This is an optimization exercise on Yosys and OpenROAD, whose aim is small area, a short achievable clock period and few clock cycles, not a production implementation. Power and IR drop assume default switching activity.

// segment_allocator_with_compaction_unit
module segment_allocator_with_compaction_unit (
    input  logic        clk,
    input  logic        rst_n,
    input  logic        s_tvalid,
    output logic        s_tready,
    input  logic [23:0] s_tdata,    
    output logic        m_tvalid,
    input  logic        m_tready,
    output logic [23:0] m_tdata     
);
    function automatic logic [31:0] pfx_or(input logic [31:0] v);
        logic [31:0] r;
        r = v;
        r = r | (r << 1);
        r = r | (r << 2);
        r = r | (r << 4);
        r = r | (r << 8);
        r = r | (r << 16);
        pfx_or = r;
    endfunction
    function automatic logic [32:0] therm(input logic [5:0] t);
        for (int q = 0; q < 33; q++)
            therm[q] = (6'(q) < t);
    endfunction
    typedef struct packed {
        logic       k_alloc;
        logic       k_free;
        logic       k_comp;
        logic       k_write;
        logic       k_read;
        logic       sz_zero;
        logic [5:0] m;         
        logic [4:0] a;
        logic [7:0] wd;
    } req_t;
    logic        q0_full, q1_full;
    req_t        q0;
    logic [21:0] q1;
    logic        r_full;       
    logic        r_search;     
    logic        r_fits;
    logic        r_hit;        
    logic        r_comp;       
    logic        r_read;       
    logic [31:0] r_data;       
    logic        o0_full;
    logic [16:0] o0;           
    logic [7:0]  mem [32];
    logic [31:0] seg_s;
    logic [31:0] seg_f;
    logic [5:0]  top;
    logic [32:0] below;
    logic [4:0]  cnt;
    logic [21:0] q_in;         
    req_t        din;
    always_comb
    begin
        q_in        = q1_full ? q1 : s_tdata[21:0];
        din.k_alloc = (q_in[2:0] == KIND_ALLOC);
        din.k_free  = (q_in[2:0] == KIND_FREE);
        din.k_comp  = (q_in[2:0] == KIND_COMPACT);
        din.k_write = (q_in[2:0] == KIND_WRITE);
        din.k_read  = (q_in[2:0] == KIND_READ);
        din.sz_zero = (q_in[8:3] == 6'd0);
        din.m       = q_in[8:3] - 6'd1;
        din.a       = q_in[13:9];
        din.wd      = q_in[21:14];
    end
    logic [31:0] hot_top;      
    logic [31:0] hot_a;        
    logic [31:0] ge_a;         
    always_comb
    begin
        for (int p = 0; p < 32; p++)
        begin
            hot_top[p] = below[p] ^ (p == 0 ? 1'b1 : below[p == 0 ? 0 : p - 1]);
            hot_a[p]   = (5'(p) == q0.a);
  ...
Settings: LEC_CHECK=0, ABC_AREA=1, CAP_MARGIN=20, CORE_MARGIN=2, CORE_UTILIZATION=40, CTS_BUF_LIST=sky130_fd_sc_hd__clkbuf_4 sky130_fd_sc_hd__clkbuf_8, SETUP_SLACK_MARGIN=3.0, SLEW_MARGIN=20, TNS_END_PERCENT=0; clock period 6.0 ns.
run.sh (not shown) runs the stock make flow with config.mk's settings and CLKGATE_MAP_FILE= SYNTH_SCRIPT=/design/flow/synth_recipe.tcl, a recipe that flattens the netlist after the stock synthesis.
Change:
--- a/flow/design.v
+++ b/flow/design.v
@@ -42,17 +42,16 @@
         logic       k_write;
         logic       k_read;
         logic       sz_zero;
         logic [5:0] m;         
         logic [4:0] a;
         logic [7:0] wd;
     } req_t;
-    logic        q0_full, q1_full;
+    logic        q0_full;
     req_t        q0;
-    logic [21:0] q1;
     logic        r_full;       
     logic        r_search;     
     logic        r_fits;
     logic        r_hit;        
     logic        r_comp;       
     logic        r_read;       
     logic [31:0] r_data;       
@@ -64,15 +63,15 @@
     logic [5:0]  top;
     logic [32:0] below;
     logic [4:0]  cnt;
     logic [21:0] q_in;         
     req_t        din;
     always_comb
     begin
-        q_in        = q1_full ? q1 : s_tdata[21:0];
+        q_in        = s_tdata[21:0];
         din.k_alloc = (q_in[2:0] == KIND_ALLOC);
         din.k_free  = (q_in[2:0] == KIND_FREE);
         din.k_comp  = (q_in[2:0] == KIND_COMPACT);
         din.k_write = (q_in[2:0] == KIND_WRITE);
         din.k_read  = (q_in[2:0] == KIND_READ);
         din.sz_zero = (q_in[8:3] == 6'd0);
         din.m       = q_in[8:3] - 6'd1;
@@ -198,48 +197,40 @@
             if (r_read)
                 for (int p = 0; p < 32; p++)
                     res[16:9] = res[16:9] | (mem[p] & {8{r_data[13:9] == 5'(p)}});
         end
     end
     assign r_clear = r_move && r_search && r_hit;
     logic take;
-    assign s_tready = !q1_full;
-    assign take     = s_tvalid && !q1_full;
+    assign s_tready = !q0_full || done;
+    assign take     = s_tvalid && s_tready;
     always_ff @(posedge clk or negedge rst_n)
     begin
         if (!rst_n)
         begin
             q0_full <= 1'b0;
-            q1_full <= 1'b0;
             r_full  <= 1'b0;
             o0_full <= 1'b0;
         end
         else
         begin
             if (!q0_full || done)
-            begin
-                q0_full <= q1_full || take;
-                q1_full <= 1'b0;
-            end
-            else if (take)
-                q1_full <= 1'b1;
+                q0_full <= take;
             if (done)
                 r_full <= 1'b1;
             else if (r_move)
                 r_full <= 1'b0;
             if (!o0_full || m_tready)
                 o0_full <= r_move;
         end
     end
     always_ff @(posedge clk)
     begin
         if (!q0_full || done)
             q0 <= din;
-        if (!q1_full)
-            q1 <= s_tdata[21:0];
         if (done)
         begin
             r_search <= x_search;
             r_fits   <= fits;
             r_hit    <= |match;
             r_comp   <= q0.k_comp;
             r_read   <= q0.k_read;
@@ -248,39 +239,37 @@
         else if (op_step)
             r_data[8:3] <= top - 6'd1;
         if (!o0_full || m_tready)
             o0 <= res;
     end
     assign m_tvalid = o0_full;
     assign m_tdata  = {7'd0, o0};
-    logic [31:0] m_we, m_sh, m_clr;
-    logic [7:0]  m_up   [32];
-    logic [7:0]  m_stay [32];
+    logic [31:0] m_we, m_sh, m_keep;
     always_comb
     begin
         for (int p = 0; p < 32; p++)
         begin
             m_we[p]   = op_write && hot_a[p];
-            m_sh[p]   = op_step && shift[p];
-            m_clr[p]  = op_free && free_mask[p];
-            m_up[p]   = (p < 31) ? (mem[p < 31 ? p + 1 : p] & {8{below[p + 1]}}) : 8'd0;
-            m_stay[p] = m_we[p] ? q0.wd : (m_clr[p] ? 8'd0 : mem[p]);
+            m_sh[p]   = op_step && shift[p] && below[p + 1];
+            m_keep[p] = !(m_we[p] || (op_step && shift[p]) || (op_free && free_mask[p]));
         end
     end
     always_ff @(posedge clk or negedge rst_n)
     begin
         if (!rst_n)
         begin
             for (int p = 0; p < 32; p++)
                 mem[p] <= 8'd0;
         end
         else
         begin
             for (int p = 0; p < 32; p++)
-                mem[p] <= m_sh[p] ? m_up[p] : m_stay[p];
+                mem[p] <= ({8{m_we[p]}} & q0.wd)
+                        | ({8{m_sh[p]}} & ((p < 31) ? mem[p < 31 ? p + 1 : p] : 8'd0))
+                        | ({8{m_keep[p]}} & mem[p]);
         end
     end
     logic [5:0] top_next;
     always_comb
     begin
         top_next = top;
         if (op_append)
Outcome: Sequential power is lower by about 1%. Via count is lower by 6.0%. Clock power is lower by about 5%. Non-clock buffer count is lower by 38. Final area is lower by 7.0%. Critical path depth is higher by 6. Global-route usage is lower by 0.82 points. Wire length is lower by 4.5%. Synthesized cell count is lower by 5.9%.
No functional check of the RTL was part of any run of this note.

[separate check: timing with driven ports]
In the flow no input, the clock included, has a driving cell. The finished layouts below were timed again as built, in two steps.
Step 1 (the two cells are an assumption about what drives the block):
set clk [get_ports {clk}]
set_driving_cell -lib_cell sky130_fd_sc_hd__clkbuf_16 $clk
set_driving_cell -lib_cell sky130_fd_sc_hd__buf_2 [delete_from_list [all_inputs] $clk]
Step 2, shift: input delay + t, output delay - t, t = (earliest + latest rising clock arrival at the registers) / 2. This alone moves slack from input paths to output paths.
Slacks: ideal / step 1 / step 2; pairs: ideal / step 1.
| run | t, ns | slack for setup (ns) | hold slack, ns | worst setup path at the end | worst slew at a driven data input, ns |
|---|---|---|---|---|---|
| the first run | 0.809 | 2.581 / 2.581 / 2.149 | 0.434 / 0.420 / 0.445 | input to register | 0.05 |
| the second run | 0.764 | 2.345 / 2.341 / 1.783 | 0.486 / 0.486 / 0.486 | input to register | 0.05 |
After both steps every run listed still meets setup and hold. The setup slack of the second run, which loses most, moves by -0.004 ns with the drivers and by -0.562 ns with both steps.
